This is an optimization exercise on Yosys and OpenROAD, whose aim is small area and a short achievable clock period, not a production implementation. Where RTL was checked, it was by simulation tests only, not by an equivalence proof against the original. No functional check of the RTL was part of run 1.

==> flow/design.v <==
module sdf_delay_line
#(
	parameter int DEPTH = 8,	 
	parameter int W     = 26	 
)
(
	input  logic         CLK,
	input  logic         shift_i,	 
	input  logic [W-1:0] data_i,
	output logic [W-1:0] data_o	 
);
	logic [DEPTH*W-1:0] sr;	 
	always_ff @(posedge CLK)
	begin
		if (shift_i)
		begin
			if (DEPTH > 1)
				sr <= {sr[(DEPTH-1)*W-1:0], data_i};	 
			else
				sr <= data_i;
		end
	end
	assign data_o = sr[DEPTH*W-1 -: W];
endmodule
module sdf_add
#(
	parameter int W = 13
)
(
	input  logic [W-1:0] a_i,
	input  logic [W-1:0] b_i,
	input  logic         c_i,
	output logic [W-1:0] s_o
);
	localparam int N = W + 1;	 
	localparam int L = $clog2(N);	 
	logic [W-1:0]     p;
	logic [(L+1)*N-1:0] gg;	 
	logic [(L+1)*N-1:0] gp;	 
	assign p = a_i ^ b_i;
	assign gg[N-1:0] = {a_i & b_i, c_i};
	assign gp[N-1:0] = {p, 1'b0};
	for (genvar l = 0; l < L; l++)
	begin : g_lvl
		for (genvar i = 0; i < N; i++)
		begin : g_pos
			if ((i >> l) & 1)
			begin : g_op
				localparam int J = ((i >> l) << l) - 1;	 
				assign gg[(l+1)*N+i] = gg[l*N+i] | (gp[l*N+i] & gg[l*N+J]);
				assign gp[(l+1)*N+i] = gp[l*N+i] & gp[l*N+J];
			end
			else
			begin : g_pass
				assign gg[(l+1)*N+i] = gg[l*N+i];
				assign gp[(l+1)*N+i] = gp[l*N+i];
			end
		end
	end
	assign s_o = p ^ gg[L*N +: W];
endmodule
module sdf_bf_stage
#(
	parameter int DEPTH       = 8,	 
	parameter bit ROT_MINUS_J = 1'b0,	 
	parameter int IW          = 12,	 
	parameter int OW          = 13	 
)
(
	input  logic            CLK,
	input  logic            RST,
	input  logic            valid_i,
	input  logic [2*IW-1:0] data_i,
	output logic            valid_o,
	output logic [2*OW-1:0] data_o
);
	localparam int CW = $clog2(2 * DEPTH);	 
	logic [CW-1:0]        cnt;
	logic                 second_half;
	logic                 rot;
	logic signed [IW-1:0] in_re;
	logic signed [IW-1:0] in_im;
	logic signed [OW-1:0] b_re;
	logic signed [OW-1:0] b_im;
	logic signed [OW-1:0] a_re;
	logic signed [OW-1:0] a_im;
	logic [OW-1:0]        bg_re;	 
	logic [OW-1:0]        bg_im;
	logic [OW-1:0]        x_re;	 
	logic [OW-1:0]        x_im;
	logic [OW-1:0]        res_re;
	logic [OW-1:0]        res_im;
	logic [OW-1:0]        dif_re;
	logic [OW-1:0]        dif_im;
	logic [OW-1:0]        fb_re;
	logic [OW-1:0]        fb_im;
	logic [2*OW-1:0]      buf_q;
	assign in_re = data_i[2*IW-1:IW];	 
	assign in_im = data_i[IW-1:0];
	assign b_re  = in_re;	 
	assign b_im  = in_im;
	assign a_re  = buf_q[2*OW-1:OW];	 
	assign a_im  = buf_q[OW-1:0];
	logic [7:0] sh_q;	 
	logic [3:0] rot_q;	 
	logic       sh_flip;
	logic       rot_flip;
	if (CW > 1)
	begin : g_flip
		assign sh_flip  = (cnt[CW-2:0] == '1);	 
	end
	else
	begin : g_flip1
		assign sh_flip  = 1'b1;
	end
	if (ROT_MINUS_J && CW > 2)
	begin : g_rot
		assign rot_flip = !cnt[CW-1] && (cnt[CW-3:0] == '1);	 
	end
	else if (ROT_MINUS_J && CW == 2)
	begin : g_rot2
		assign rot_flip = !cnt[1];
	end
	else
	begin : g_norot
		assign rot_flip = 1'b0;
	end
	always_ff @(posedge CLK or posedge RST)
	begin
		if (RST)
		begin
			sh_q  <= '0;
			rot_q <= '0;
		end
		else if (valid_i)
		begin
			if (sh_flip)
				sh_q <= ~sh_q;
			if (rot_flip)
				rot_q <= ~rot_q;
		end
	end
	assign second_half = sh_q[0];
	assign rot         = rot_q[0];
	localparam int HW = OW / 2;	 
	for (genvar i = 0; i < OW; i++)
	begin : g_sel
		localparam int H = (i < HW) ? 0 : 1;
		assign bg_re[i] = sh_q[0 + H] ? b_re[i] : 1'b0;
		assign bg_im[i] = sh_q[2 + H] ? b_im[i] : 1'b0;
		assign fb_re[i] = sh_q[4 + H] ? dif_re[i] : b_re[i];
		assign fb_im[i] = sh_q[6 + H] ? dif_im[i] : b_im[i];
		assign x_re[i]  = rot_q[0 + H] ? a_im[i] : a_re[i];
		assign x_im[i]  = rot_q[2 + H] ? ~a_re[i] : a_im[i];
	end
	sdf_add #(.W (OW)) u_res_re (.a_i (x_re), .b_i (bg_re), .c_i (1'b0), .s_o (res_re));
	sdf_add #(.W (OW)) u_res_im (.a_i (x_im), .b_i (bg_im), .c_i (rot_q[2]), .s_o (res_im));
	sdf_add #(.W (OW)) u_dif_re (.a_i (a_re), .b_i (~b_re), .c_i (1'b1), .s_o (dif_re));
	sdf_add #(.W (OW)) u_dif_im (.a_i (a_im), .b_i (~b_im), .c_i (1'b1), .s_o (dif_im));
	sdf_delay_line #(
		.DEPTH (DEPTH),
		.W     (2 * OW)
	) u_delay_line (
		.CLK     (CLK),
		.shift_i (valid_i),	 
		.data_i  ({fb_re, fb_im}),
		.data_o  (buf_q)
	);
	always_ff @(posedge CLK or posedge RST)
	begin
		if (RST)
		begin
			cnt     <= '0;
			valid_o <= 1'b0;
		end
		else
		begin
			valid_o <= valid_i;
			if (valid_i)
				cnt <= cnt + 1'b1;	 
		end
	end
	always_ff @(posedge CLK)
		data_o <= {res_re, res_im};
endmodule
module sdf_twiddle_mul
(
	input  logic        CLK,
	input  logic        RST,
	input  logic        pre_valid_i,	 
	input  logic        valid_i,
	input  logic [27:0] data_i,	 
	output logic        valid_o,
	output logic [27:0] data_o
);
	localparam logic [3:0] LAG = 4'd12;
	logic [3:0]         cnt;	 
	logic [3:0]         pos;
	logic [4:0]  sr_d, si_d, sr_q, si_q;
	logic        ck_d, ch_d, ct_d;	 
	logic [1:0]  en_a_q, en_b_q, en_c_q, ck_q, ch_q;	 
	always_comb
	begin
		sr_d = '0;
		si_d = '0;
		si_d[4:3] = 2'd1;
		ck_d = 1'b0;
		ch_d = 1'b0;
		case (pos)
			4'd6:	 
			begin
				sr_d[4:3] = 2'd1;
				si_d[4:3] = 2'd0; si_d[2] = 1'b1;
			end
			4'd5, 4'd10:	 
			begin
				ch_d = 1'b1;
				sr_d[4:3] = 2'd2;
				si_d[4:3] = 2'd3;
			end
			4'd7, 4'd14:	 
			begin
				ch_d = 1'b1;
				sr_d[4:3] = 2'd3;
				si_d[4:3] = 2'd2; si_d[2] = 1'b1;
			end
			4'd9:	 
			begin
				ck_d = 1'b1;
				sr_d[4:3] = 2'd0; sr_d[1] = 1'b1;
				si_d[4:3] = 2'd1; si_d[1] = 1'b0; si_d[0] = 1'b1;
			end
			4'd11, 4'd13:	 
			begin
				ck_d = 1'b1;
				sr_d[4:3] = 2'd1; sr_d[1] = 1'b0;
				si_d[4:3] = 2'd0; si_d[2] = 1'b1; si_d[1] = 1'b1;
			end
			4'd15:	 
			begin
				ck_d = 1'b1;
				sr_d[4:3] = 2'd0; sr_d[2] = 1'b1; sr_d[1] = 1'b1; sr_d[0] = 1'b1;
				si_d[4:3] = 2'd1; si_d[2] = 1'b1; si_d[1] = 1'b0;
			end
			default: ;	 
		endcase
	end
	assign ct_d = !ck_d && !ch_d;
	assign pos  = cnt - LAG;
	always_ff @(posedge CLK or posedge RST)
	begin
		if (RST)
			cnt <= '0;
		else if (pre_valid_i)
			cnt <= cnt + 1'b1;	 
	end
	always_ff @(posedge CLK)
	begin
		sr_q      <= sr_d;
		si_q      <= si_d;
		en_a_q[0] <= pre_valid_i && (ck_d || ct_d);
		en_a_q[1] <= !pre_valid_i || ck_d || ct_d;
		en_b_q[0] <= pre_valid_i && (ck_d || ch_d);
		en_b_q[1] <= !pre_valid_i || ck_d || ch_d;
		en_c_q[0] <= pre_valid_i && ck_d;
		en_c_q[1] <= !pre_valid_i || ck_d;
		ck_q[0]   <= pre_valid_i && ck_d;
		ck_q[1]   <= !pre_valid_i || ck_d;
		ch_q[0]   <= pre_valid_i && ch_d;
		ch_q[1]   <= !pre_valid_i || ch_d;
	end
	logic signed [13:0] d_re;
	logic signed [13:0] d_im;
	logic signed [14:0] e_re;
	logic signed [14:0] e_im;
	logic [14:0]        s_add;	 
	logic [14:0]        s_sub;	 
	assign d_re = data_i[27:14];
	assign d_im = data_i[13:0];
	assign e_re = d_re;	 
	assign e_im = d_im;
	sdf_add #(.W (15)) u_add (.a_i (e_re), .b_i (e_im), .c_i (1'b0), .s_o (s_add));
	sdf_add #(.W (15)) u_sub (.a_i (e_im), .b_i (~e_re), .c_i (1'b1), .s_o (s_sub));
	function automatic logic [14:0] pick_u(input logic [4:0] s, input logic [14:0] re, input logic [14:0] im,
		input logic [14:0] sa, input logic [14:0] ss);
		logic [14:0] x;
		case (s[4:3])
			2'd0:    x = re;
			2'd1:    x = im;
			2'd2:    x = sa;
			default: x = ss;
		endcase
		pick_u = s[2] ? ~x : x;
	endfunction
	function automatic logic [15:0] pick_v(input logic [4:0] s, input logic [14:0] re, input logic [14:0] im);
		logic [15:0] x;
		x = s[1] ? {im[14], im} : {re[14], re};
		pick_v = s[0] ? ~x : x;
	endfunction
	logic [14:0] u_re, u_im;
	logic [15:0] v_re, v_im;
	assign u_re = pick_u(sr_q, e_re, e_im, s_add, s_sub);
	assign u_im = pick_u(si_q, e_re, e_im, s_add, s_sub);
	assign v_re = pick_v(sr_q, e_re, e_im);
	assign v_im = pick_v(si_q, e_re, e_im);
	logic [14:0] uf_re, uf_im;
	logic [15:0] vm_re, vm_im;
	logic [1:0]  b_ea, b_eb, b_ec, b_k;
	logic [3:0]  b_case;	 
	logic [1:0]  b_nu, b_nv;
	always_ff @(posedge CLK)
	begin
		uf_re   <= {~u_re[14], u_re[13:0]};
		uf_im   <= {~u_im[14], u_im[13:0]};
		vm_re   <= ck_q[0] ? {~v_re[15], v_re[14:0]} : (ch_q[0] ? {~u_re[14], u_re[13:0], 1'b0} : 16'h8000);
		vm_im   <= ck_q[1] ? {~v_im[15], v_im[14:0]} : (ch_q[1] ? {~u_im[14], u_im[13:0], 1'b0} : 16'h8000);
		b_ea[0] <= valid_i && en_a_q[0];
		b_ea[1] <= !valid_i || en_a_q[1];
		b_eb[0] <= valid_i && en_b_q[0];
		b_eb[1] <= !valid_i || en_b_q[1];
		b_ec[0] <= valid_i && ck_q[0];
		b_ec[1] <= !valid_i || ck_q[1];
		b_k[0]  <= !(valid_i && !ck_q[0]);
		b_k[1]  <= valid_i && ck_q[1];
		b_case  <= {ck_q[0], ch_q[0], ck_q[1], ch_q[1]};
		b_nu    <= {sr_q[2], si_q[2]};
		b_nv    <= {sr_q[0], si_q[0]};
	end
	logic [27:0] s_re, c_re, s_im, c_im;
	logic [27:0] bs_re, bc_re, bs_im, bc_im;
	logic [27:0] p_re, p_im;
	sdf_tw_tree u_tree_re (
		.uf_i   (uf_re),
		.ea_i   (b_ea[0]),
		.eb_i   (b_eb[0]),
		.ec_i   (b_ec[0]),
		.vm_i   (vm_re),
		.k_i    (b_k[0]),
		.case_i (b_case[3:2]),
		.nu_i   (b_nu[1]),
		.nv_i   (b_nv[1]),
		.sum_o  (s_re),
		.cry_o  (c_re)
	);
	sdf_tw_tree u_tree_im (
		.uf_i   (uf_im),
		.ea_i   (b_ea[1]),
		.eb_i   (b_eb[1]),
		.ec_i   (b_ec[1]),
		.vm_i   (vm_im),
		.k_i    (b_k[1]),
		.case_i (b_case[1:0]),
		.nu_i   (b_nu[0]),
		.nv_i   (b_nv[0]),
		.sum_o  (s_im),
		.cry_o  (c_im)
	);
	always_ff @(posedge CLK)
	begin
		bs_re <= s_re;
		bc_re <= c_re;
		bs_im <= s_im;
		bc_im <= c_im;
	end
	sdf_add #(.W (28)) u_cpa_re (.a_i (bs_re), .b_i (bc_re), .c_i (1'b0), .s_o (p_re));
	sdf_add #(.W (28)) u_cpa_im (.a_i (bs_im), .b_i (bc_im), .c_i (1'b0), .s_o (p_im));
	always_ff @(posedge CLK)
		data_o <= {p_re[27:14], p_im[27:14]};
	logic va, vb;
	always_ff @(posedge CLK or posedge RST)
	begin
		if (RST)
		begin
			va      <= 1'b0;
			vb      <= 1'b0;
			valid_o <= 1'b0;
		end
		else
		begin
			va      <= valid_i;
			vb      <= va;
			valid_o <= vb;
		end
	end
endmodule
module sdf_tw_tree
(
	input  logic [14:0] uf_i,	 
	input  logic        ea_i,	 
	input  logic        eb_i,	 
	input  logic        ec_i,	 
	input  logic [15:0] vm_i,	 
	input  logic        k_i,	 
	input  logic [1:0]  case_i,	 
	input  logic        nu_i,	 
	input  logic        nv_i,	 
	output logic [27:0] sum_o,
	output logic [27:0] cry_o
);
	logic [27:0] ra, rb0, rb6, rb10, rc5, rc8, rv7, rv11, rv12, rv1;
	logic [14:0] ua_i, ub_i, ucn_i;	 
	logic [15:0] vd;	 
	logic [27:0] cst;	 
	assign ua_i  = ea_i ? uf_i : 15'h4000;	 
	assign ub_i  = eb_i ? uf_i : 15'h4000;
	assign ucn_i = ec_i ? ~uf_i : 15'h3fff;
	assign vd    = k_i ? ~vm_i : 16'h7fff;
	assign ra   = 28'(ua_i) << 14;
	assign rb0  = 28'(ub_i);
	assign rb6  = 28'(ub_i) << 6;
	assign rb10 = 28'(~ub_i) << 10;
	assign rc5  = 28'(ucn_i) << 5;
	assign rc8  = 28'(ucn_i) << 8;
	assign rv7  = 28'(vm_i) << 7;
	assign rv11 = 28'(vm_i) << 11;
	assign rv12 = 28'(vm_i) << 12;
	assign rv1  = 28'(vd) << 1;
	always_comb
	begin
		case ({case_i, nu_i, nv_i})
			4'b0000: cst = 28'h266e522;
			4'b0010: cst = 28'h2672522;
			4'b0100: cst = 28'h266e522;
			4'b0110: cst = 28'h2671263;
			4'b1000: cst = 28'h266e522;
			4'b1001: cst = 28'h266fda0;
			4'b1010: cst = 28'h2672043;
			4'b1011: cst = 28'h26738c1;
			default: cst = 28'h266e522;
		endcase
	end
	logic fc10, fc102, fc104, fc106, fc108, fc110, fc112, fc114, fc116, fc118, fc120, fc122, fc124, fc126, fc128, fc130, fc132, fc134, fc136, fc138, fc14, fc140, fc142, fc144, fc146, fc148, fc150, fc152, fc154, fc156, fc158, fc160, fc162, fc164, fc166, fc172, fc174, fc176, fc178, fc18, fc180, fc182, fc184, fc186, fc188, fc190, fc192, fc194, fc196, fc198, fc200, fc202, fc204, fc206, fc208, fc210, fc212, fc222, fc224, fc226, fc228, fc230, fc232, fc234, fc236, fc238, fc24, fc240, fc242, fc244, fc246, fc248, fc250, fc252, fc254, fc256, fc258, fc26, fc260, fc262, fc264, fc266, fc30, fc32, fc36, fc38, fc4, fc40, fc42, fc44, fc46, fc48, fc50, fc52, fc54, fc56, fc58, fc6, fc60, fc62, fc64, fc66, fc68, fc70, fc72, fc74, fc76, fc78, fc80, fc82, fc84, fc86, fc88, fc92, fc98, fs101, fs103, fs105, fs107, fs109, fs111, fs113, fs115, fs117, fs119, fs121, fs123, fs125, fs127, fs129, fs13, fs131, fs133, fs135, fs137, fs139, fs141, fs143, fs145, fs147, fs149, fs151, fs153, fs155, fs157, fs159, fs161, fs163, fs165, fs17, fs171, fs173, fs175, fs177, fs179, fs181, fs183, fs185, fs187, fs189, fs191, fs193, fs195, fs197, fs199, fs201, fs203, fs205, fs207, fs209, fs211, fs221, fs223, fs225, fs227, fs229, fs23, fs231, fs233, fs235, fs237, fs239, fs241, fs243, fs245, fs247, fs249, fs25, fs251, fs253, fs255, fs257, fs259, fs261, fs263, fs265, fs29, fs3, fs31, fs35, fs37, fs39, fs41, fs43, fs45, fs47, fs49, fs5, fs51, fs53, fs55, fs57, fs59, fs61, fs63, fs65, fs67, fs69, fs71, fs73, fs75, fs77, fs79, fs81, fs83, fs85, fs87, fs9, fs91, fs97, hc100, hc12, hc16, hc168, hc170, hc2, hc20, hc214, hc216, hc218, hc22, hc220, hc28, hc34, hc8, hc90, hc94, hc96, hs1, hs11, hs15, hs167, hs169, hs19, hs21, hs213, hs215, hs217, hs219, hs27, hs33, hs7, hs89, hs93, hs95, hs99;
	assign hs1 = cst[12] ^ rb0[12];
	assign hc2 = cst[12] & rb0[12];
	assign fs3 = cst[13] ^ rb0[13] ^ rb6[13];
	assign fc4 = (cst[13] & rb0[13]) | (cst[13] & rb6[13]) | (rb0[13] & rb6[13]);
	assign fs5 = cst[14] ^ ra[14] ^ rb0[14];
	assign fc6 = (cst[14] & ra[14]) | (cst[14] & rb0[14]) | (ra[14] & rb0[14]);
	assign hs7 = rb6[14] ^ rb10[14];
	assign hc8 = rb6[14] & rb10[14];
	assign fs9 = cst[15] ^ ra[15] ^ rb6[15];
	assign fc10 = (cst[15] & ra[15]) | (cst[15] & rb6[15]) | (ra[15] & rb6[15]);
	assign hs11 = rb10[15] ^ rc5[15];
	assign hc12 = rb10[15] & rc5[15];
	assign fs13 = cst[16] ^ ra[16] ^ rb6[16];
	assign fc14 = (cst[16] & ra[16]) | (cst[16] & rb6[16]) | (ra[16] & rb6[16]);
	assign hs15 = rb10[16] ^ rc5[16];
	assign hc16 = rb10[16] & rc5[16];
	assign fs17 = 1'b1 ^ ra[17] ^ rb6[17];
	assign fc18 = (1'b1 & ra[17]) | (1'b1 & rb6[17]) | (ra[17] & rb6[17]);
	assign hs19 = 1'b1 ^ ra[18];
	assign hc20 = 1'b1 & ra[18];
	assign hs21 = cst[8] ^ rb0[8];
	assign hc22 = cst[8] & rb0[8];
	assign fs23 = cst[9] ^ rb0[9] ^ rb6[9];
	assign fc24 = (cst[9] & rb0[9]) | (cst[9] & rb6[9]) | (rb0[9] & rb6[9]);
	assign fs25 = cst[10] ^ rb0[10] ^ rb6[10];
	assign fc26 = (cst[10] & rb0[10]) | (cst[10] & rb6[10]) | (rb0[10] & rb6[10]);
	assign hs27 = rb10[10] ^ rc5[10];
	assign hc28 = rb10[10] & rc5[10];
	assign fs29 = cst[11] ^ rb0[11] ^ rb6[11];
	assign fc30 = (cst[11] & rb0[11]) | (cst[11] & rb6[11]) | (rb0[11] & rb6[11]);
	assign fs31 = rb10[11] ^ rc5[11] ^ rc8[11];
	assign fc32 = (rb10[11] & rc5[11]) | (rb10[11] & rc8[11]) | (rc5[11] & rc8[11]);
	assign hs33 = rv7[11] ^ rv11[11];
	assign hc34 = rv7[11] & rv11[11];
	assign fs35 = rb6[12] ^ rb10[12] ^ rc5[12];
	assign fc36 = (rb6[12] & rb10[12]) | (rb6[12] & rc5[12]) | (rb10[12] & rc5[12]);
	assign fs37 = rc8[12] ^ rv7[12] ^ rv11[12];
	assign fc38 = (rc8[12] & rv7[12]) | (rc8[12] & rv11[12]) | (rv7[12] & rv11[12]);
	assign fs39 = rv12[12] ^ rv1[12] ^ hs1;
	assign fc40 = (rv12[12] & rv1[12]) | (rv12[12] & hs1) | (rv1[12] & hs1);
	assign fs41 = rb10[13] ^ rc5[13] ^ rc8[13];
	assign fc42 = (rb10[13] & rc5[13]) | (rb10[13] & rc8[13]) | (rc5[13] & rc8[13]);
	assign fs43 = rv7[13] ^ rv11[13] ^ rv12[13];
	assign fc44 = (rv7[13] & rv11[13]) | (rv7[13] & rv12[13]) | (rv11[13] & rv12[13]);
	assign fs45 = rv1[13] ^ fs3 ^ hc2;
	assign fc46 = (rv1[13] & fs3) | (rv1[13] & hc2) | (fs3 & hc2);
	assign fs47 = rc5[14] ^ rc8[14] ^ rv7[14];
	assign fc48 = (rc5[14] & rc8[14]) | (rc5[14] & rv7[14]) | (rc8[14] & rv7[14]);
	assign fs49 = rv11[14] ^ rv12[14] ^ rv1[14];
	assign fc50 = (rv11[14] & rv12[14]) | (rv11[14] & rv1[14]) | (rv12[14] & rv1[14]);
	assign fs51 = fs5 ^ hs7 ^ fc4;
	assign fc52 = (fs5 & hs7) | (fs5 & fc4) | (hs7 & fc4);
	assign fs53 = rc8[15] ^ rv7[15] ^ rv11[15];
	assign fc54 = (rc8[15] & rv7[15]) | (rc8[15] & rv11[15]) | (rv7[15] & rv11[15]);
	assign fs55 = rv12[15] ^ rv1[15] ^ fs9;
	assign fc56 = (rv12[15] & rv1[15]) | (rv12[15] & fs9) | (rv1[15] & fs9);
	assign fs57 = hs11 ^ fc6 ^ hc8;
	assign fc58 = (hs11 & fc6) | (hs11 & hc8) | (fc6 & hc8);
	assign fs59 = rc8[16] ^ rv7[16] ^ rv11[16];
	assign fc60 = (rc8[16] & rv7[16]) | (rc8[16] & rv11[16]) | (rv7[16] & rv11[16]);
	assign fs61 = rv12[16] ^ rv1[16] ^ fs13;
	assign fc62 = (rv12[16] & rv1[16]) | (rv12[16] & fs13) | (rv1[16] & fs13);
	assign fs63 = hs15 ^ fc10 ^ hc12;
	assign fc64 = (hs15 & fc10) | (hs15 & hc12) | (fc10 & hc12);
	assign fs65 = rb10[17] ^ rc5[17] ^ rc8[17];
	assign fc66 = (rb10[17] & rc5[17]) | (rb10[17] & rc8[17]) | (rc5[17] & rc8[17]);
	assign fs67 = rv7[17] ^ rv11[17] ^ rv12[17];
	assign fc68 = (rv7[17] & rv11[17]) | (rv7[17] & rv12[17]) | (rv11[17] & rv12[17]);
	assign fs69 = fs17 ^ fc14 ^ hc16;
	assign fc70 = (fs17 & fc14) | (fs17 & hc16) | (fc14 & hc16);
	assign fs71 = rb6[18] ^ rb10[18] ^ rc5[18];
	assign fc72 = (rb6[18] & rb10[18]) | (rb6[18] & rc5[18]) | (rb10[18] & rc5[18]);
	assign fs73 = rc8[18] ^ rv7[18] ^ rv11[18];
	assign fc74 = (rc8[18] & rv7[18]) | (rc8[18] & rv11[18]) | (rv7[18] & rv11[18]);
	assign fs75 = rv12[18] ^ hs19 ^ fc18;
	assign fc76 = (rv12[18] & hs19) | (rv12[18] & fc18) | (hs19 & fc18);
	assign fs77 = ra[19] ^ rb6[19] ^ rb10[19];
	assign fc78 = (ra[19] & rb6[19]) | (ra[19] & rb10[19]) | (rb6[19] & rb10[19]);
	assign fs79 = rc5[19] ^ rc8[19] ^ rv7[19];
	assign fc80 = (rc5[19] & rc8[19]) | (rc5[19] & rv7[19]) | (rc8[19] & rv7[19]);
	assign fs81 = rv11[19] ^ rv12[19] ^ hc20;
	assign fc82 = (rv11[19] & rv12[19]) | (rv11[19] & hc20) | (rv12[19] & hc20);
	assign fs83 = ra[20] ^ rb6[20] ^ rb10[20];
	assign fc84 = (ra[20] & rb6[20]) | (ra[20] & rb10[20]) | (rb6[20] & rb10[20]);
	assign fs85 = rc8[20] ^ rv7[20] ^ rv11[20];
	assign fc86 = (rc8[20] & rv7[20]) | (rc8[20] & rv11[20]) | (rv7[20] & rv11[20]);
	assign fs87 = 1'b1 ^ ra[21] ^ rb10[21];
	assign fc88 = (1'b1 & ra[21]) | (1'b1 & rb10[21]) | (ra[21] & rb10[21]);
	assign hs89 = rc8[21] ^ rv7[21];
	assign hc90 = rc8[21] & rv7[21];
	assign fs91 = 1'b1 ^ ra[22] ^ rb10[22];
	assign fc92 = (1'b1 & ra[22]) | (1'b1 & rb10[22]) | (ra[22] & rb10[22]);
	assign hs93 = rc8[22] ^ rv7[22];
	assign hc94 = rc8[22] & rv7[22];
	assign hs95 = cst[6] ^ rb0[6];
	assign hc96 = cst[6] & rb0[6];
	assign fs97 = cst[7] ^ rb0[7] ^ rb6[7];
	assign fc98 = (cst[7] & rb0[7]) | (cst[7] & rb6[7]) | (rb0[7] & rb6[7]);
	assign hs99 = rc5[7] ^ rv7[7];
	assign hc100 = rc5[7] & rv7[7];
	assign fs101 = rb6[8] ^ rc5[8] ^ rc8[8];
	assign fc102 = (rb6[8] & rc5[8]) | (rb6[8] & rc8[8]) | (rc5[8] & rc8[8]);
	assign fs103 = rv7[8] ^ rv1[8] ^ hs21;
	assign fc104 = (rv7[8] & rv1[8]) | (rv7[8] & hs21) | (rv1[8] & hs21);
	assign fs105 = rc5[9] ^ rc8[9] ^ rv7[9];
	assign fc106 = (rc5[9] & rc8[9]) | (rc5[9] & rv7[9]) | (rc8[9] & rv7[9]);
	assign fs107 = rv1[9] ^ fs23 ^ hc22;
	assign fc108 = (rv1[9] & fs23) | (rv1[9] & hc22) | (fs23 & hc22);
	assign fs109 = rc8[10] ^ rv7[10] ^ rv1[10];
	assign fc110 = (rc8[10] & rv7[10]) | (rc8[10] & rv1[10]) | (rv7[10] & rv1[10]);
	assign fs111 = fs25 ^ hs27 ^ fc24;
	assign fc112 = (fs25 & hs27) | (fs25 & fc24) | (hs27 & fc24);
	assign fs113 = rv1[11] ^ fs29 ^ fs31;
	assign fc114 = (rv1[11] & fs29) | (rv1[11] & fs31) | (fs29 & fs31);
	assign fs115 = hs33 ^ fc26 ^ hc28;
	assign fc116 = (hs33 & fc26) | (hs33 & hc28) | (fc26 & hc28);
	assign fs117 = fs35 ^ fs37 ^ fs39;
	assign fc118 = (fs35 & fs37) | (fs35 & fs39) | (fs37 & fs39);
	assign fs119 = fc30 ^ fc32 ^ hc34;
	assign fc120 = (fc30 & fc32) | (fc30 & hc34) | (fc32 & hc34);
	assign fs121 = fs41 ^ fs43 ^ fs45;
	assign fc122 = (fs41 & fs43) | (fs41 & fs45) | (fs43 & fs45);
	assign fs123 = fc36 ^ fc38 ^ fc40;
	assign fc124 = (fc36 & fc38) | (fc36 & fc40) | (fc38 & fc40);
	assign fs125 = fs47 ^ fs49 ^ fs51;
	assign fc126 = (fs47 & fs49) | (fs47 & fs51) | (fs49 & fs51);
	assign fs127 = fc42 ^ fc44 ^ fc46;
	assign fc128 = (fc42 & fc44) | (fc42 & fc46) | (fc44 & fc46);
	assign fs129 = fs53 ^ fs55 ^ fs57;
	assign fc130 = (fs53 & fs55) | (fs53 & fs57) | (fs55 & fs57);
	assign fs131 = fc48 ^ fc50 ^ fc52;
	assign fc132 = (fc48 & fc50) | (fc48 & fc52) | (fc50 & fc52);
	assign fs133 = fs59 ^ fs61 ^ fs63;
	assign fc134 = (fs59 & fs61) | (fs59 & fs63) | (fs61 & fs63);
	assign fs135 = fc54 ^ fc56 ^ fc58;
	assign fc136 = (fc54 & fc56) | (fc54 & fc58) | (fc56 & fc58);
	assign fs137 = fs65 ^ fs67 ^ fs69;
	assign fc138 = (fs65 & fs67) | (fs65 & fs69) | (fs67 & fs69);
	assign fs139 = fc60 ^ fc62 ^ fc64;
	assign fc140 = (fc60 & fc62) | (fc60 & fc64) | (fc62 & fc64);
	assign fs141 = fs71 ^ fs73 ^ fs75;
	assign fc142 = (fs71 & fs73) | (fs71 & fs75) | (fs73 & fs75);
	assign fs143 = fc66 ^ fc68 ^ fc70;
	assign fc144 = (fc66 & fc68) | (fc66 & fc70) | (fc68 & fc70);
	assign fs145 = fs77 ^ fs79 ^ fs81;
	assign fc146 = (fs77 & fs79) | (fs77 & fs81) | (fs79 & fs81);
	assign fs147 = fc72 ^ fc74 ^ fc76;
	assign fc148 = (fc72 & fc74) | (fc72 & fc76) | (fc74 & fc76);
	assign fs149 = rv12[20] ^ fs83 ^ fs85;
	assign fc150 = (rv12[20] & fs83) | (rv12[20] & fs85) | (fs83 & fs85);
	assign fs151 = fc78 ^ fc80 ^ fc82;
	assign fc152 = (fc78 & fc80) | (fc78 & fc82) | (fc80 & fc82);
	assign fs153 = rv11[21] ^ rv12[21] ^ fs87;
	assign fc154 = (rv11[21] & rv12[21]) | (rv11[21] & fs87) | (rv12[21] & fs87);
	assign fs155 = hs89 ^ fc84 ^ fc86;
	assign fc156 = (hs89 & fc84) | (hs89 & fc86) | (fc84 & fc86);
	assign fs157 = rv11[22] ^ rv12[22] ^ fs91;
	assign fc158 = (rv11[22] & rv12[22]) | (rv11[22] & fs91) | (rv12[22] & fs91);
	assign fs159 = hs93 ^ fc88 ^ hc90;
	assign fc160 = (hs93 & fc88) | (hs93 & hc90) | (fc88 & hc90);
	assign fs161 = ra[23] ^ rb10[23] ^ rv11[23];
	assign fc162 = (ra[23] & rb10[23]) | (ra[23] & rv11[23]) | (rb10[23] & rv11[23]);
	assign fs163 = rv12[23] ^ fc92 ^ hc94;
	assign fc164 = (rv12[23] & fc92) | (rv12[23] & hc94) | (fc92 & hc94);
	assign fs165 = ra[24] ^ rb10[24] ^ rv11[24];
	assign fc166 = (ra[24] & rb10[24]) | (ra[24] & rv11[24]) | (rb10[24] & rv11[24]);
	assign hs167 = 1'b1 ^ ra[25];
	assign hc168 = 1'b1 & ra[25];
	assign hs169 = cst[5] ^ rb0[5];
	assign hc170 = cst[5] & rb0[5];
	assign fs171 = rb6[6] ^ rc5[6] ^ rv1[6];
	assign fc172 = (rb6[6] & rc5[6]) | (rb6[6] & rv1[6]) | (rc5[6] & rv1[6]);
	assign fs173 = rv1[7] ^ fs97 ^ hs99;
	assign fc174 = (rv1[7] & fs97) | (rv1[7] & hs99) | (fs97 & hs99);
	assign fs175 = fs101 ^ fs103 ^ fc98;
	assign fc176 = (fs101 & fs103) | (fs101 & fc98) | (fs103 & fc98);
	assign fs177 = fs105 ^ fs107 ^ fc102;
	assign fc178 = (fs105 & fs107) | (fs105 & fc102) | (fs107 & fc102);
	assign fs179 = fs109 ^ fs111 ^ fc106;
	assign fc180 = (fs109 & fs111) | (fs109 & fc106) | (fs111 & fc106);
	assign fs181 = fs113 ^ fs115 ^ fc110;
	assign fc182 = (fs113 & fs115) | (fs113 & fc110) | (fs115 & fc110);
	assign fs183 = fs117 ^ fs119 ^ fc114;
	assign fc184 = (fs117 & fs119) | (fs117 & fc114) | (fs119 & fc114);
	assign fs185 = fs121 ^ fs123 ^ fc118;
	assign fc186 = (fs121 & fs123) | (fs121 & fc118) | (fs123 & fc118);
	assign fs187 = fs125 ^ fs127 ^ fc122;
	assign fc188 = (fs125 & fs127) | (fs125 & fc122) | (fs127 & fc122);
	assign fs189 = fs129 ^ fs131 ^ fc126;
	assign fc190 = (fs129 & fs131) | (fs129 & fc126) | (fs131 & fc126);
	assign fs191 = fs133 ^ fs135 ^ fc130;
	assign fc192 = (fs133 & fs135) | (fs133 & fc130) | (fs135 & fc130);
	assign fs193 = fs137 ^ fs139 ^ fc134;
	assign fc194 = (fs137 & fs139) | (fs137 & fc134) | (fs139 & fc134);
	assign fs195 = fs141 ^ fs143 ^ fc138;
	assign fc196 = (fs141 & fs143) | (fs141 & fc138) | (fs143 & fc138);
	assign fs197 = fs145 ^ fs147 ^ fc142;
	assign fc198 = (fs145 & fs147) | (fs145 & fc142) | (fs147 & fc142);
	assign fs199 = fs149 ^ fs151 ^ fc146;
	assign fc200 = (fs149 & fs151) | (fs149 & fc146) | (fs151 & fc146);
	assign fs201 = fs153 ^ fs155 ^ fc150;
	assign fc202 = (fs153 & fs155) | (fs153 & fc150) | (fs155 & fc150);
	assign fs203 = fs157 ^ fs159 ^ fc154;
	assign fc204 = (fs157 & fs159) | (fs157 & fc154) | (fs159 & fc154);
	assign fs205 = fs161 ^ fs163 ^ fc158;
	assign fc206 = (fs161 & fs163) | (fs161 & fc158) | (fs163 & fc158);
	assign fs207 = rv12[24] ^ fs165 ^ fc162;
	assign fc208 = (rv12[24] & fs165) | (rv12[24] & fc162) | (fs165 & fc162);
	assign fs209 = rv11[25] ^ rv12[25] ^ hs167;
	assign fc210 = (rv11[25] & rv12[25]) | (rv11[25] & hs167) | (rv12[25] & hs167);
	assign fs211 = ra[26] ^ rv11[26] ^ rv12[26];
	assign fc212 = (ra[26] & rv11[26]) | (ra[26] & rv12[26]) | (rv11[26] & rv12[26]);
	assign hs213 = cst[1] ^ rb0[1];
	assign hc214 = cst[1] & rb0[1];
	assign hs215 = rb0[2] ^ rv1[2];
	assign hc216 = rb0[2] & rv1[2];
	assign hs217 = rb0[3] ^ rv1[3];
	assign hc218 = rb0[3] & rv1[3];
	assign hs219 = rb0[4] ^ rv1[4];
	assign hc220 = rb0[4] & rv1[4];
	assign fs221 = rc5[5] ^ rv1[5] ^ hs169;
	assign fc222 = (rc5[5] & rv1[5]) | (rc5[5] & hs169) | (rv1[5] & hs169);
	assign fs223 = hs95 ^ fs171 ^ hc170;
	assign fc224 = (hs95 & fs171) | (hs95 & hc170) | (fs171 & hc170);
	assign fs225 = hc96 ^ fs173 ^ fc172;
	assign fc226 = (hc96 & fs173) | (hc96 & fc172) | (fs173 & fc172);
	assign fs227 = hc100 ^ fs175 ^ fc174;
	assign fc228 = (hc100 & fs175) | (hc100 & fc174) | (fs175 & fc174);
	assign fs229 = fc104 ^ fs177 ^ fc176;
	assign fc230 = (fc104 & fs177) | (fc104 & fc176) | (fs177 & fc176);
	assign fs231 = fc108 ^ fs179 ^ fc178;
	assign fc232 = (fc108 & fs179) | (fc108 & fc178) | (fs179 & fc178);
	assign fs233 = fc112 ^ fs181 ^ fc180;
	assign fc234 = (fc112 & fs181) | (fc112 & fc180) | (fs181 & fc180);
	assign fs235 = fc116 ^ fs183 ^ fc182;
	assign fc236 = (fc116 & fs183) | (fc116 & fc182) | (fs183 & fc182);
	assign fs237 = fc120 ^ fs185 ^ fc184;
	assign fc238 = (fc120 & fs185) | (fc120 & fc184) | (fs185 & fc184);
	assign fs239 = fc124 ^ fs187 ^ fc186;
	assign fc240 = (fc124 & fs187) | (fc124 & fc186) | (fs187 & fc186);
	assign fs241 = fc128 ^ fs189 ^ fc188;
	assign fc242 = (fc128 & fs189) | (fc128 & fc188) | (fs189 & fc188);
	assign fs243 = fc132 ^ fs191 ^ fc190;
	assign fc244 = (fc132 & fs191) | (fc132 & fc190) | (fs191 & fc190);
	assign fs245 = fc136 ^ fs193 ^ fc192;
	assign fc246 = (fc136 & fs193) | (fc136 & fc192) | (fs193 & fc192);
	assign fs247 = fc140 ^ fs195 ^ fc194;
	assign fc248 = (fc140 & fs195) | (fc140 & fc194) | (fs195 & fc194);
	assign fs249 = fc144 ^ fs197 ^ fc196;
	assign fc250 = (fc144 & fs197) | (fc144 & fc196) | (fs197 & fc196);
	assign fs251 = fc148 ^ fs199 ^ fc198;
	assign fc252 = (fc148 & fs199) | (fc148 & fc198) | (fs199 & fc198);
	assign fs253 = fc152 ^ fs201 ^ fc200;
	assign fc254 = (fc152 & fs201) | (fc152 & fc200) | (fs201 & fc200);
	assign fs255 = fc156 ^ fs203 ^ fc202;
	assign fc256 = (fc156 & fs203) | (fc156 & fc202) | (fs203 & fc202);
	assign fs257 = fc160 ^ fs205 ^ fc204;
	assign fc258 = (fc160 & fs205) | (fc160 & fc204) | (fs205 & fc204);
	assign fs259 = fc164 ^ fs207 ^ fc206;
	assign fc260 = (fc164 & fs207) | (fc164 & fc206) | (fs207 & fc206);
	assign fs261 = fc166 ^ fs209 ^ fc208;
	assign fc262 = (fc166 & fs209) | (fc166 & fc208) | (fs209 & fc208);
	assign fs263 = hc168 ^ fs211 ^ fc210;
	assign fc264 = (hc168 & fs211) | (hc168 & fc210) | (fs211 & fc210);
	assign fs265 = ra[27] ^ rv12[27] ^ fc212;
	assign fc266 = (ra[27] & rv12[27]) | (ra[27] & fc212) | (rv12[27] & fc212);
	assign sum_o = {fs265, fs263, fs261, fs259, fs257, fs255, fs253, fs251, fs249, fs247, fs245, fs243, fs241, fs239, fs237, fs235, fs233, fs231, fs229, fs227, fs225, fs223, fs221, hs219, hs217, hs215, rv1[1], cst[0]};
	assign cry_o = {fc264, fc262, fc260, fc258, fc256, fc254, fc252, fc250, fc248, fc246, fc244, fc242, fc240, fc238, fc236, fc234, fc232, fc230, fc228, fc226, fc224, fc222, hc220, hc218, hc216, hc214, hs213, rb0[0]};
endmodule
module sdf_fft_top
(
	input  logic        CLK,
	input  logic        RST,
	input  logic        valid_i,	 
	input  logic [23:0] data_i,	 
	output logic        valid_o,
	output logic        first_o,	 
	output logic [31:0] data_o	 
)
;
	localparam logic [3:0] LAG = 4'd15;
	logic        v0;
	logic        v1;
	logic        v2;
	logic        vt;
	logic        v3;
	logic [23:0] d0;
	logic [25:0] d1;
	logic [27:0] d2;
	logic [27:0] dt;
	logic [29:0] d3;
	logic [3:0]  out_cnt;
	logic [3:0]  out_pos;
	logic        primed;	 
	logic        at_bin0;
	always_ff @(posedge CLK or posedge RST)
	begin
		if (RST)
			v0 <= 1'b0;
		else
			v0 <= valid_i;
	end
	always_ff @(posedge CLK)
		d0 <= data_i;
	sdf_bf_stage #(
		.DEPTH       (8),
		.ROT_MINUS_J (1'b1),
		.IW          (12),
		.OW          (13)
	) u_stage1 (
		.CLK     (CLK),
		.RST     (RST),
		.valid_i (v0),
		.data_i  (d0),
		.valid_o (v1),
		.data_o  (d1)
	);
	sdf_bf_stage #(
		.DEPTH       (4),
		.ROT_MINUS_J (1'b0),
		.IW          (13),
		.OW          (14)
	) u_stage2 (
		.CLK     (CLK),
		.RST     (RST),
		.valid_i (v1),
		.data_i  (d1),
		.valid_o (v2),
		.data_o  (d2)
	);
	sdf_twiddle_mul u_twiddle (	 
		.CLK     (CLK),
		.RST         (RST),
		.pre_valid_i (v1),
		.valid_i     (v2),
		.data_i      (d2),
		.valid_o (vt),
		.data_o  (dt)
	);
	sdf_bf_stage #(
		.DEPTH       (2),
		.ROT_MINUS_J (1'b1),
		.IW          (14),
		.OW          (15)
	) u_stage3 (
		.CLK     (CLK),
		.RST     (RST),
		.valid_i (vt),
		.data_i  (dt),
		.valid_o (v3),
		.data_o  (d3)
	);
	sdf_bf_stage #(
		.DEPTH       (1),
		.ROT_MINUS_J (1'b0),
		.IW          (15),
		.OW          (16)
	) u_stage4 (
		.CLK     (CLK),
		.RST     (RST),
		.valid_i (v3),
		.data_i  (d3),
		.valid_o (),
		.data_o  (data_o)
	);
	assign out_pos = out_cnt - LAG;	 
	assign at_bin0 = (out_pos == '0);
	always_ff @(posedge CLK or posedge RST)
	begin
		if (RST)
		begin
			out_cnt <= '0;
			primed  <= 1'b0;
			valid_o <= 1'b0;
			first_o <= 1'b0;
		end
		else
		begin
			valid_o <= v3 && (primed || at_bin0);	 
			first_o <= v3 && at_bin0;
			if (v3)
			begin
				out_cnt <= out_cnt + 1'b1;
				if (at_bin0)
					primed <= 1'b1;	 
			end
		end
	end
endmodule
==> flow/flow/run.sh <==
#!/bin/bash
# Layout flow: the standard flow, with the port buffers made of buf_2
# cells instead of the resizer's default choice (a delay buffer).
# Timing repair aims for 7.7 ns of setup slack (a 3.3 ns cycle) instead of zero.
# Every step's full output goes to standard_flow.log in this folder.
set -euo pipefail
export BUFFER_PORTS_ARGS="-buffer_cell sky130_fd_sc_hd__buf_2"
export SETUP_SLACK_MARGIN=7.7
bash standard.sh > standard_flow.log 2>&1
==> flow/standard.sh <==
#!/bin/bash
# synth_recipe.tcl (not shown) runs the flow's synth.tcl, then flattens the netlist and writes it again
# the make line also repeats each setting of config.mk as NAME=value (left out here)
make -C /OpenROAD-flow-scripts/flow DESIGN_CONFIG=/design/flow/config.mk WORK_HOME=/design/flow/orfs CLKGATE_MAP_FILE= SYNTH_SCRIPT=/design/flow/synth_recipe.tcl "${@:-finish}"
==> flow/config.mk <==
export PLATFORM = sky130hd
export DESIGN_NAME = sdf_fft_top
export DESIGN_NICKNAME = sdf_fft_top
export VERILOG_FILES = /design/flow/design.v
export SDC_FILE = /design/flow/constraint.sdc
export NUM_CORES = 4
export LEC_CHECK = 0
export CAP_MARGIN = 20
export CORE_MARGIN = 2
export CORE_UTILIZATION = 40
export CTS_CLUSTER_DIAMETER = 200
export CTS_CLUSTER_SIZE = 30
export SLEW_MARGIN = 20
==> flow/constraint.sdc <==
create_clock -name core_clock -period 11.0 [get_ports {CLK}]
set_input_delay 2.2000 -clock core_clock [delete_from_list [all_inputs] [get_ports {CLK}]]
set_output_delay 2.2000 -clock core_clock [all_outputs]
set_load 0.01 [all_outputs]
==> results.py, run 1 <==
metrics = {
    "status": {
        "status": "timing/DRC/antenna clean",
    },
    "yosys": {
        "seq_area_frac_synth": 0.4781,
        "yosys_warnings": 11,
        "synthCells": 3844,
        "synth_seq_cells": 859,
        "synth_edf_count": 412,
        "synth_nets": 4494,
        "syn_avg_cell_area_um2": 11.78,
        "synth_cell_types": 73,
        "yosys_most_used_dff": "edfxtp_1",
        "syn_area_um2": 45280,
        "async_flop_share": 0.07683,
    },
    "final_layout": {
        "area_growth_pct": 8.005,
        "nets": 4553,
        "n_antenna_cell": 0,
        "final_core_util": 0.4353,
        "fill_cells": 10480,
        "drive_gt1_frac": 0.07536,
    },
    "global_route": {
        "grt_pass1_wl_mm": 140.7,
        "grt_max_degree": 87,
        "gr-usage-all-layers": 0.1502,
        "antenna_found_initial": 1,
        "overflow": 0,
        "grt_pass1_vias": 26280,
    },
    "sta": {
        "fin_setup_tns_ns": 0,
        "hold_violations": 0,
        "min_period_over_period": 0.3023,
        "max_freq_mhz": 300.8,
        "timing.final.max_slew_violations": 0,
        "relSlewSlack": 0.3022,
        "skew_ns": 0.03018,
        "worst_pin_slew_ns": 1.045,
        "setup_viol": 0,
        "worst_slack_ns": 7.675,
        "fin_crit_ns": 3.325,
        "rsz0062_at_grt": "true",
    },
    "clock_network": {
        "cts_tree": "yes",
        "h-tree-depth": 2,
        "cts_root_buf": "clkbuf_16",
        "cts_buffer_depth": 3,
        "cts_hold_buf": 0,
        "cts.sinks": 859,
        "clock_latency_ns": 0.63,
        "cts_buffers": 34,
        "path_clk_slew_ns": 0.11,
    },
    "routing": {
        "first_pass_iters": 5,
        "drt_iter0_drc": 1182,
        "totalWireLength_mm": 86.26,
        "route.detailed.drc": 0,
        "viasPerCell": 4.728,
        "via_count": 25660,
        "wire_per_inst_um": 15.89,
        "postRouteAntennaNets": 0,
    },
    "floorplanning": {
        "die_x_um": 340.5,
        "start_util": 0.4031,
        "die_y_um": 340.5,
        "io_pins": 61,
        "die-area_um2": 115900,
        "coreArea_um2": 112300,
        "row_count": 123,
    },
    "setup_path": {
        "crit_chain": "buf_2",
        "path_buf_inv": 1,
        "endpoint_kind": "output port",
        "cp-start-kind": "flip-flop",
        "crit_path_top_delay_cell": "dfrtp_1",
        "arrival_ns": 1.12,
        "r2r_end": "u_twiddle.bs_im[16]",
        "cp-startpoint": "valid_o",
        "required_ns": 8.80,
        "critPathKind": "reg2out",
        "rrSetupSlack_ns": 7.73,
        "r2r-start": "u_twiddle.b_eb[1]",
        "cp_slowest_stage_delay_ns": 0.38,
        "reg2regPathDepth": 9,
        "crit_fanout": 1,
        "critPathTopFamily": "flip-flops",
    },
    "job": {
        "max_cap_violations": 0,
    },
    "worst_hold_path": {
        "worstHoldStart": "u_twiddle.va",
        "hold_class": "reg2reg",
        "hold_depth": 0,
        "holdPathEnd": "u_twiddle.vb",
    },
    "placement": {
        "io_buffers": 60,
        "preCtsSetupSlack_ns": 7.334,
        "dp_hpwl_mm": 66.21,
        "place_congestion": 0.9034,
    },
}
cells in the mapped netlist, types with 5 or more instances:
master	n	area share
a211oi_1	17	0.0028
mux2i_1	95	0.021
a31o_2	5	0.00097
nand2_1	219	0.018
nand2b_1	30	0.0041
o21a_1	25	0.0041
o31a_1	6	0.0012
o21bai_1	17	0.0028
nand4_1	17	0.0023
inv_1	600	0.050
or2_2	10	0.0014
nor2_1	162	0.013
fa_1	278	0.12
nand3_1	35	0.0039
a311oi_1	10	0.0019
nor3_1	28	0.0031
a31oi_1	6	0.00083
edfxtp_1	412	0.27
buf_1	18	0.0015
a211o_1	7	0.0014
dfrtp_1	66	0.036
xor2_1	82	0.016
o31ai_1	9	0.0015
o21ai_0	118	0.013
a21o_1	58	0.0096
mux4_2	15	0.0075
ha_1	345	0.095
xnor2_1	230	0.044
or3_1	19	0.0026
dfxtp_1	381	0.17
and2_1	158	0.022
nor2b_1	32	0.0044
mux2_2	28	0.0070
a22o_1	17	0.0033
and3_1	11	0.0015
o2111ai_1	5	0.00097
clkbuf_1	55	0.0046
a21oi_1	146	0.016
and4_1	6	0.0012
layout make-up:
| cell class | instances | area [um2] | area share |
|---|---|---|---|
| clock inverter | 3 | 52.55 | 0.001074 |
| timing repair buffer | 99 | 711.9 | 0.01456 |
| multi-input combinational | 2308 | 21350 | 0.4364 |
| sequential | 859 | 21720 | 0.4441 |
| inverter | 601 | 2260 | 0.04620 |
| clock buffer | 58 | 940.9 | 0.01924 |
| tap | 1500 | 1877 | 0.03837 |
worst max-delay path by stage:
stage	end	slack, ns	depth (start not counted)
4_1_cts	valid_o	7.62	1
5_1_grt	valid_o	7.60	1
3_3_place_gp	u_stage1.valid_o	7.38	3
6_report	valid_o	7.68	1
3_5_place_dp	u_stage1.valid_o	7.33	3
2_1_floorplan	u_stage1.rot_q[2]	7.44	3
cells by family after synthesis:
group | after synthesis | share of synthesized area
flip-flops | 859 | 0.4781
AND/OR/NAND/NOR | 736 | 0.07938
buffers and inverters | 677 | 0.05634
adder cells (fa/ha/maj) | 623 | 0.2182
AO/OA/AOI/OAI | 498 | 0.07181
XOR/XNOR | 313 | 0.06070
multiplexers | 138 | 0.03542
what timing repair did:
| action | in CTS | in global routing |
|---|---|---|
| pin swaps | 11 | 29 |
| buffers inserted | 6 | 20 |
| gates resized for setup | 46 | 69 |
| setup endpoints to repair | 63 | 86 |
flip-flops by register name, indices dropped and copies added (netlist names), 26 cells and up:
| register | cells |
|---|---|
| u_stage1.data_o | 26 |
| u_stage1.u_delay_line.sr | 208 |
| u_stage2.data_o | 28 |
| u_stage2.u_delay_line.sr | 112 |
| u_stage3.data_o | 30 |
| u_stage3.u_delay_line.sr | 60 |
| u_stage4.data_o | 32 |
| u_stage4.u_delay_line.sr | 32 |
| u_twiddle.bc_im | 28 |
| u_twiddle.bc_re | 28 |
| u_twiddle.bs_im | 28 |
| u_twiddle.bs_re | 28 |
| u_twiddle.data_o | 28 |
metal layers:
layer | vias to the layer above | track usage | wire (um)
met5 | - | 0 | 0
met4 | 0 | 0.04350 | 2506
met3 | 108 | 0.01530 | 2151
met2 | 317 | 0.2637 | 42500
met1 | 12400 | 0.1963 | 39100
li1 | 12840 | - | -
cell usage in the layout (no fill, tap or decap), types with 19 or more instances in the layout:
| cell type | count |
|---|---|
| mux2i_1 | 94 |
| xnor2_1 | 230 |
| nor3_1 | 27 |
| or3_1 | 19 |
| xor2_1 | 82 |
| nand2b_1 | 28 |
| clkbuf_16 | 34 |
| mux2_2 | 26 |
| edfxtp_1 | 412 |
| and2_1 | 146 |
| o21ai_0 | 111 |
| dfxtp_1 | 351 |
| nand2_1 | 215 |
| o21a_1 | 25 |
| nor2_1 | 162 |
| nand3_1 | 35 |
| a21oi_1 | 140 |
| clkbuf_1 | 24 |
| ha_1 | 342 |
| buf_4 | 34 |
| dfxtp_2 | 24 |
| fa_1 | 276 |
| dfrtp_1 | 56 |
| inv_1 | 596 |
| nor2b_1 | 32 |
| a21o_1 | 58 |
| buf_2 | 48 |
through the flow:
stage / area (um2) / hold WS (ns) / cells
floorplan: 45340 / 0.3312 / 3844
global placement: 47300 / 0.3351 / 5340
detailed placement: 47300 / 0.3355 / 5340
CTS: 48470 / 0.3620 / 5407
global route: 48910 / 0.3691 / 5428
finish: 48910 / 0.3585 / 5428
==> run 2: changes to the inputs <==
--- a/flow/design.v
+++ b/flow/design.v
@@ -103,4 +103,4 @@
 	assign a_im  = buf_q[OW-1:0];
-	logic [7:0] sh_q;	 
-	logic [3:0] rot_q;	 
+	logic [3:0] sh_q;	 
+	logic [1:0] rot_q;	 
 	logic       sh_flip;
@@ -144,17 +144,12 @@
 	assign rot         = rot_q[0];
-	localparam int HW = OW / 2;	 
-	for (genvar i = 0; i < OW; i++)
-	begin : g_sel
-		localparam int H = (i < HW) ? 0 : 1;
-		assign bg_re[i] = sh_q[0 + H] ? b_re[i] : 1'b0;
-		assign bg_im[i] = sh_q[2 + H] ? b_im[i] : 1'b0;
-		assign fb_re[i] = sh_q[4 + H] ? dif_re[i] : b_re[i];
-		assign fb_im[i] = sh_q[6 + H] ? dif_im[i] : b_im[i];
-		assign x_re[i]  = rot_q[0 + H] ? a_im[i] : a_re[i];
-		assign x_im[i]  = rot_q[2 + H] ? ~a_re[i] : a_im[i];
-	end
+	assign bg_re = sh_q[0] ? b_re : '0;
+	assign bg_im = sh_q[1] ? b_im : '0;
+	assign x_re  = rot_q[0] ? a_im : a_re;
+	assign x_im  = rot_q[1] ? ~a_re : a_im;
 	sdf_add #(.W (OW)) u_res_re (.a_i (x_re), .b_i (bg_re), .c_i (1'b0), .s_o (res_re));
-	sdf_add #(.W (OW)) u_res_im (.a_i (x_im), .b_i (bg_im), .c_i (rot_q[2]), .s_o (res_im));
+	sdf_add #(.W (OW)) u_res_im (.a_i (x_im), .b_i (bg_im), .c_i (rot_q[1]), .s_o (res_im));
 	sdf_add #(.W (OW)) u_dif_re (.a_i (a_re), .b_i (~b_re), .c_i (1'b1), .s_o (dif_re));
 	sdf_add #(.W (OW)) u_dif_im (.a_i (a_im), .b_i (~b_im), .c_i (1'b1), .s_o (dif_im));
+	assign fb_re = sh_q[2] ? dif_re : b_re;
+	assign fb_im = sh_q[3] ? dif_im : b_im;
 	sdf_delay_line #(
==> results.py, run 2 <==
metrics = {
    "status": {
        "status": "timing/DRC/antenna clean",
    },
    "yosys": {
        "synth_edf_count": 412,
        "syn_area_um2": 44760,
        "syn_avg_cell_area_um2": 11.55,
        "seq_area_frac_synth": 0.4726,
        "synth_top_area_share": 0.2764,
        "synthCells": 3874,
        "synth_area_leaders": "edfxtp_1 28%, dfxtp_1 17%, fa_1 12%",
        "yosys_warnings": 11,
        "synth.most_common_cell": "inv_1",
        "synth_nets": 4524,
        "yosysTopAreaCell": "edfxtp_1",
        "async_flop_share": 0.05483,
        "yosys-top-cells-count": "585 x inv_1, 412 x edfxtp_1, 381 x dfxtp_1",
        "synth_seq_cells": 839,
        "yosys_most_used_dff": "edfxtp_1",
        "synth_cell_types": 83,
    },
    "final_layout": {
        "area_growth_pct": 7.375,
        "drive_gt1_frac": 0.07136,
        "nets": 4563,
        "multi_input_area_um2": 21170,
        "top_regs": "u_stage1.u_delay_line.sr (208), u_stage2.u_delay_line.sr (112), u_stage3.u_delay_line.sr (60)",
        "fill_cells": 10430,
        "largest-register": "u_stage1.u_delay_line.sr",
        "ff_latch_area_um2": 21220,
        "final_common_cell": "inv_1",
        "n_antenna_cell": 0,
        "most-common-layout-cells": "578 x inv_1, 412 x edfxtp_1, 357 x dfxtp_1, 341 x ha_1, 274 x fa_1",
        "largest_register_ffs": 208,
        "final_cells": 5426,
    },
    "setup_path": {
        "crit_chain": "buf_2",
        "endpoint_kind": "output port",
        "path_buf_inv": 1,
        "critPathKind": "reg2out",
        "rrSetupSlack_ns": 7.69,
        "cp_slowest_stage_delay_ns": 0.38,
        "crit_fanout": 1,
        "crit_path_top_delay_cell": "dfrtp_1",
        "arrival_ns": 1.13,
        "critPathTopFamily": "flip-flops",
        "required_ns": 8.80,
        "cp-start-kind": "flip-flop",
    },
    "clock_network": {
        "path_clk_slew_ns": 0.11,
        "cts_buffer_depth": 3,
        "cts_tree": "yes",
        "cts.sinks": 839,
        "h-tree-depth": 2,
        "cts_root_buf": "clkbuf_16",
        "cts_hold_buf": 0,
        "cts_buffers": 34,
        "clock_latency_ns": 0.63,
    },
    "sta": {
        "max_freq_mhz": 300.4,
        "setup_viol": 0,
        "fin_setup_tns_ns": 0,
        "relSlewSlack": 0.3188,
        "worst_slack_ns": 7.671,
        "timing.hold.ws_ns": 0.3589,
        "skew_ns": 0.03175,
        "fin_crit_ns": 3.329,
        "worst_pin_slew_ns": 1.022,
        "min_period_over_period": 0.3027,
        "hold_violations": 0,
        "timing.final.max_slew_violations": 0,
        "rsz0062_at_grt": "true",
    },
    "floorplanning": {
        "die_x_um": 338.5,
        "row_count": 122,
        "start_util": 0.4039,
        "coreArea_um2": 110800,
        "io_pins": 61,
        "die-area_um2": 114600,
        "die_y_um": 338.5,
    },
    "routing": {
        "route.detailed.drc": 0,
        "wire_per_inst_um": 16.10,
        "via_count": 25780,
        "drt_iter0_drc": 1466,
        "first_pass_iters": 5,
        "totalWireLength_mm": 87.33,
        "viasPerCell": 4.750,
        "postRouteAntennaNets": 0,
    },
    "worst_hold_path": {
        "hold_class": "reg2reg",
    },
    "global_route": {
        "grt_pass1_vias": 26250,
        "overflow": 0,
        "grt_most_used_layer": "met2",
        "gr-usage-all-layers": 0.1533,
        "grt_use_met1": 0.2005,
        "grt_pass1_wl_mm": 141.0,
        "grt_use_met3": 0.01660,
        "grt_max_degree": 89,
        "use_met2": 0.2657,
        "antenna_found_initial": 0,
    },
    "placement": {
        "place_inst": 5347,
        "dp_hpwl_mm": 67.01,
        "io_buffers": 60,
        "preCtsSetupSlack_ns": 7.178,
        "place_congestion": 0.8982,
    },
    "job": {
        "max_cap_violations": 0,
    },
}
-- run 2: changes by cell type in the layout (fill, tap and decap cells not counted), sizes merged, moves of 20 or more --
cell	before	now
mux2i	95	73
nor3	28	49
dfrtp	66	46
xor2	82	126
o21ai	121	152
xnor2	231	166
nand2	219	257
-- run 2: cell type report --
cell class | instances | area share
Timing Repair Buffer | 91 | 0.01258
Inverter | 588 | 0.04598
Clock buffer | 55 | 0.01934
Sequential cell | 839 | 0.4415
Tap cell | 1488 | 0.03874
Clock inverter | 6 | 0.001432
Multi-Input combinational cell | 2359 | 0.4405
-- run 2: cells by family after synthesis --
group / Yosys count / share of synthesized area
fa+ha+maj: 623 / 0.2208
flops: 839 / 0.4726
buf+inv: 676 / 0.05734
simple gates: 807 / 0.08714
mux: 115 / 0.03117
xor+xnor: 292 / 0.05714
compound gates: 522 / 0.07386
-- run 2: stage by stage --
| step | utilization | cell area, um2 |
|---|---|---|
| after CTS | 0.4309 | 47750 |
| after floorplan | - | 44780 |
| after global routing | 0.4336 | 48060 |
| after global placement | 0.4212 | 46680 |
| final | 0.4336 | 48060 |
| after detailed placement | 0.4212 | 46680 |
-- run 2: worst paths after layout --
path / start / to / depth (start not counted)
worst max-delay path: valid_o / valid_o / 1
worst min-delay path: u_twiddle.vb / u_twiddle.valid_o / 0
worst max register to register: u_twiddle.b_eb[1] / u_twiddle.bs_im[14] / 11
worst min register to register: u_twiddle.vb / u_twiddle.valid_o / 0
max in group asynchronous: RST / v0 / 3
min in group asynchronous: RST / u_stage3.valid_o / 3
-- run 2: layer usage --
| metal | up-vias | wire length (um) |
|---|---|---|
| li1 | 12920 | - |
| met1 | 12420 | 39660 |
| met2 | 324 | 42700 |
| met3 | 111 | 2249 |
| met4 | 0 | 2719 |
| met5 | - | 0 |
-- run 2: what timing repair did --
| item | in CTS | in global routing |
|---|---|---|
| setup endpoints to repair | 71 | 168 |
| buffers inserted | 3 | 15 |
| pin swaps | 5 | 16 |
| gates resized for setup | 27 | 60 |
==> run 3: changes to the inputs <==
--- a/flow/config.mk
+++ b/flow/config.mk
@@ -9,3 +9,3 @@
 export CORE_MARGIN = 2
-export CORE_UTILIZATION = 40
+export CORE_UTILIZATION = 55
 export CTS_CLUSTER_DIAMETER = 200
==> results.py, run 3 <==
metrics = {
    "sta": {
        "skew_ns": 0.02362,
        "timing.final.max_slew_violations": 0,
        "relSlewSlack": 0.3283,
        "hold_violations": 0,
        "rsz0062_at_grt": "true",
        "fin_setup_tns_ns": 0,
        "setup_viol": 0,
        "fin_crit_ns": 3.366,
        "min_period_over_period": 0.3060,
        "max_freq_mhz": 297.1,
        "worst_pin_slew_ns": 1.008,
    },
    "global_route": {
        "antenna_found_initial": 0,
        "gr-usage-all-layers": 0.2254,
        "grt_max_degree": 157,
        "grt_pass1_wl_mm": 148.3,
        "overflow": 0,
        "grt_pass1_vias": 27830,
    },
    "yosys": {
        "yosys_most_used_dff": "edfxtp_1",
        "synth_edf_count": 412,
        "synth_cell_types": 83,
        "yosys-mux-area-fraction": 0.03117,
        "synth-xor-area-share": 0.05714,
        "syn_avg_cell_area_um2": 11.55,
        "synth_top_family_by_area": "adder cells",
        "synth_seq_cells": 839,
        "synth_compound_area_frac": 0.07386,
        "synthSimpleGateAreaFrac": 0.08714,
        "synthAdderAreaFrac": 0.2208,
        "synth_nets": 4524,
        "seq_area_frac_synth": 0.4726,
        "yosys_warnings": 11,
        "yosys-top-cells-count": "585 x inv_1, 412 x edfxtp_1, 381 x dfxtp_1",
        "async_flop_share": 0.05483,
        "syn_area_um2": 44760,
        "synth_top_area_share": 0.2764,
        "synth_area_leaders": "edfxtp_1 28%, dfxtp_1 17%, fa_1 12%",
        "yosysTopAreaCell": "edfxtp_1",
        "synth.most_common_cell": "inv_1",
        "synthCells": 3874,
    },
    "setup_path": {
        "cp-endpoint": "valid_o",
        "r2r_end": "u_twiddle.bs_im[13]",
        "cp-startpoint": "valid_o",
        "cp_slowest_stage_delay_ns": 0.38,
        "reg2regPathDepth": 9,
        "cp-start-kind": "flip-flop",
        "path_buf_inv": 1,
        "rrSetupSlack_ns": 7.66,
        "r2r-start": "u_twiddle.b_eb[1]",
        "critPathKind": "reg2out",
        "crit_chain": "buf_2",
        "endpoint_kind": "output port",
        "crit_fanout": 1,
        "required_ns": 8.80,
        "critPathTopFamily": "flip-flops",
        "cp_num_cells": 1,
        "crit_path_top_delay_cell": "dfrtp_1",
        "arrival_ns": 1.17,
    },
    "routing": {
        "wl_met3_mm": 2.281,
        "via_count": 26390,
        "wire_per_inst_um": 18.58,
        "wl_met2_mm": 48.13,
        "totalWireLength_mm": 92.74,
        "route.detailed.drc": 0,
        "postRouteAntennaNets": 0,
        "first_pass_iters": 5,
        "met1_length_mm": 38.52,
        "top_layer_used": "met4",
        "viasPerCell": 5.286,
        "drt_iter0_drc": 1343,
    },
    "clock_network": {
        "h-tree-depth": 1,
        "cts_tree": "yes",
        "cts_buffers": 31,
        "clock_latency_ns": 0.67,
        "cts_root_buf": "clkbuf_16",
        "cts_buffer_depth": 3,
        "path_clk_slew_ns": 0.12,
        "cts.sinks": 839,
    },
    "final_layout": {
        "most-common-layout-cells": "578 x inv_1, 412 x edfxtp_1, 349 x dfxtp_1, 342 x ha_1, 271 x fa_1",
        "nets": 4558,
        "area_growth_pct": 6.089,
        "top_regs": "u_stage1.u_delay_line.sr (208), u_stage2.u_delay_line.sr (112), u_stage3.u_delay_line.sr (60)",
        "final_common_cell": "inv_1",
        "fin_area_um2": 47480,
        "largest-register": "u_stage1.u_delay_line.sr",
        "largest_register_ffs": 208,
        "drive_gt1_frac": 0.07223,
        "n_antenna_cell": 0,
    },
    "floorplanning": {
        "die_x_um": 289.3,
        "io_pins": 61,
        "coreArea_um2": 80550,
        "start_util": 0.5557,
        "die-area_um2": 83670,
        "die_y_um": 289.3,
        "row_count": 104,
    },
    "status": {
        "status": "timing/DRC/antenna clean",
    },
    "placement": {
        "place_area_um2": 46140,
        "io_buffers": 60,
        "place_congestion": 0.8883,
        "dp_hpwl_mm": 71.87,
    },
    "worst_hold_path": {
        "worstHoldStart": "u_twiddle.va",
        "hold_class": "reg2reg",
    },
    "job": {
        "max_cap_violations": 0,
    },
}
## run 3: cell counts after synthesis
No cell type changed its count.
## run 3: layout make-up
class | instances | area [um2]
fill | 6576 | 33070
sequential | 839 | 21220
multi-input combinational | 2359 | 21180
inverter | 588 | 2210
tap | 1060 | 1326
clock buffer | 56 | 869.6
timing repair buffer | 89 | 654.4
clock inverter | 1 | 17.52
## run 3: cells by family (layout without fill, tap and decap cells)
group,count (synthesis),in the layout
flip-flops,839,839
AO/OA/AOI/OAI,522,522
AND/OR/NAND/NOR,807,807
buffers and inverters,676,734
XOR/XNOR,292,292
multiplexers,115,115
adder cells (fa/ha/maj),623,623
## run 3: worst min-delay path by stage
stage / endpoint / slack [ns] / depth (start not counted)
2_1_floorplan: u_twiddle.valid_o / 0.33 / 0
3_3_place_gp: u_twiddle.vb / 0.33 / 0
3_5_place_dp: u_twiddle.valid_o / 0.34 / 0
4_1_cts: u_twiddle.valid_o / 0.37 / 0
5_1_grt: u_twiddle.valid_o / 0.37 / 0
6_report: u_twiddle.vb / 0.36 / 0
## run 3: what timing repair did
action / in CTS / in global routing
setup buffers: 10 / 8
pin swaps: 22 / 19
hold buffers: 0 / 0
endpoints found under the setup margin: 82 / 75
gates resized for setup: 44 / 61
## run 3: per-stage QoR
step	setup slack [ns]	instances	util	hold WS, ns
after floorplan	7.602	3874	-	0.3312
after global placement	7.220	4917	0.5728	0.3348
after detailed placement	7.193	4917	0.5728	0.3419
after CTS	7.587	4984	0.5861	0.3687
after global routing	7.565	4992	0.5895	0.3700
final	7.635	4992	0.5895	0.3637
## run 3: per-layer routing
layer	vias up	GRT usage
li1	12870	-
met1	12970	0.2749
met2	396	0.4153
met3	162	0.01756
met4	0	0.08518
met5	-	0

static timing again, ports no longer ideal:
In the flow no input, the clock included, has a driving cell. The finished layouts below were timed again as built, in two steps. Step 1 (the two cells are an assumption about what drives the block):
set clk [get_ports {CLK}]
set_driving_cell -lib_cell sky130_fd_sc_hd__clkbuf_16 $clk
set_driving_cell -lib_cell sky130_fd_sc_hd__buf_2 [delete_from_list [all_inputs] $clk]
Step 2, shift: input delay + t, output delay - t, t = (earliest + latest rising clock arrival at the registers) / 2. This alone moves slack from input paths to output paths. a / b / c = ideal ports / drivers / drivers and shift; a / b = the first two.
run | t, ns | setup slack, ns | hold slack, ns | latest minus earliest clock arrival (ns)
run 1 | 0.675 | 7.675 / 7.609 / 7.475 | 0.358 / 0.358 / 0.358 | 0.040 / 0.039
run 2 | 0.688 | 7.671 / 7.595 / 7.691 | 0.359 / 0.359 / 0.359 | 0.045 / 0.044
run 3 | 0.722 | 7.635 / 7.565 / 7.661 | 0.364 / 0.364 / 0.364 | 0.031 / 0.031
After both steps every run listed still meets setup and hold. For run 1, which loses most, drivers alone change the setup slack by -0.066 ns; drivers and shift together by -0.200 ns. Setup slack includes reset recovery checks.
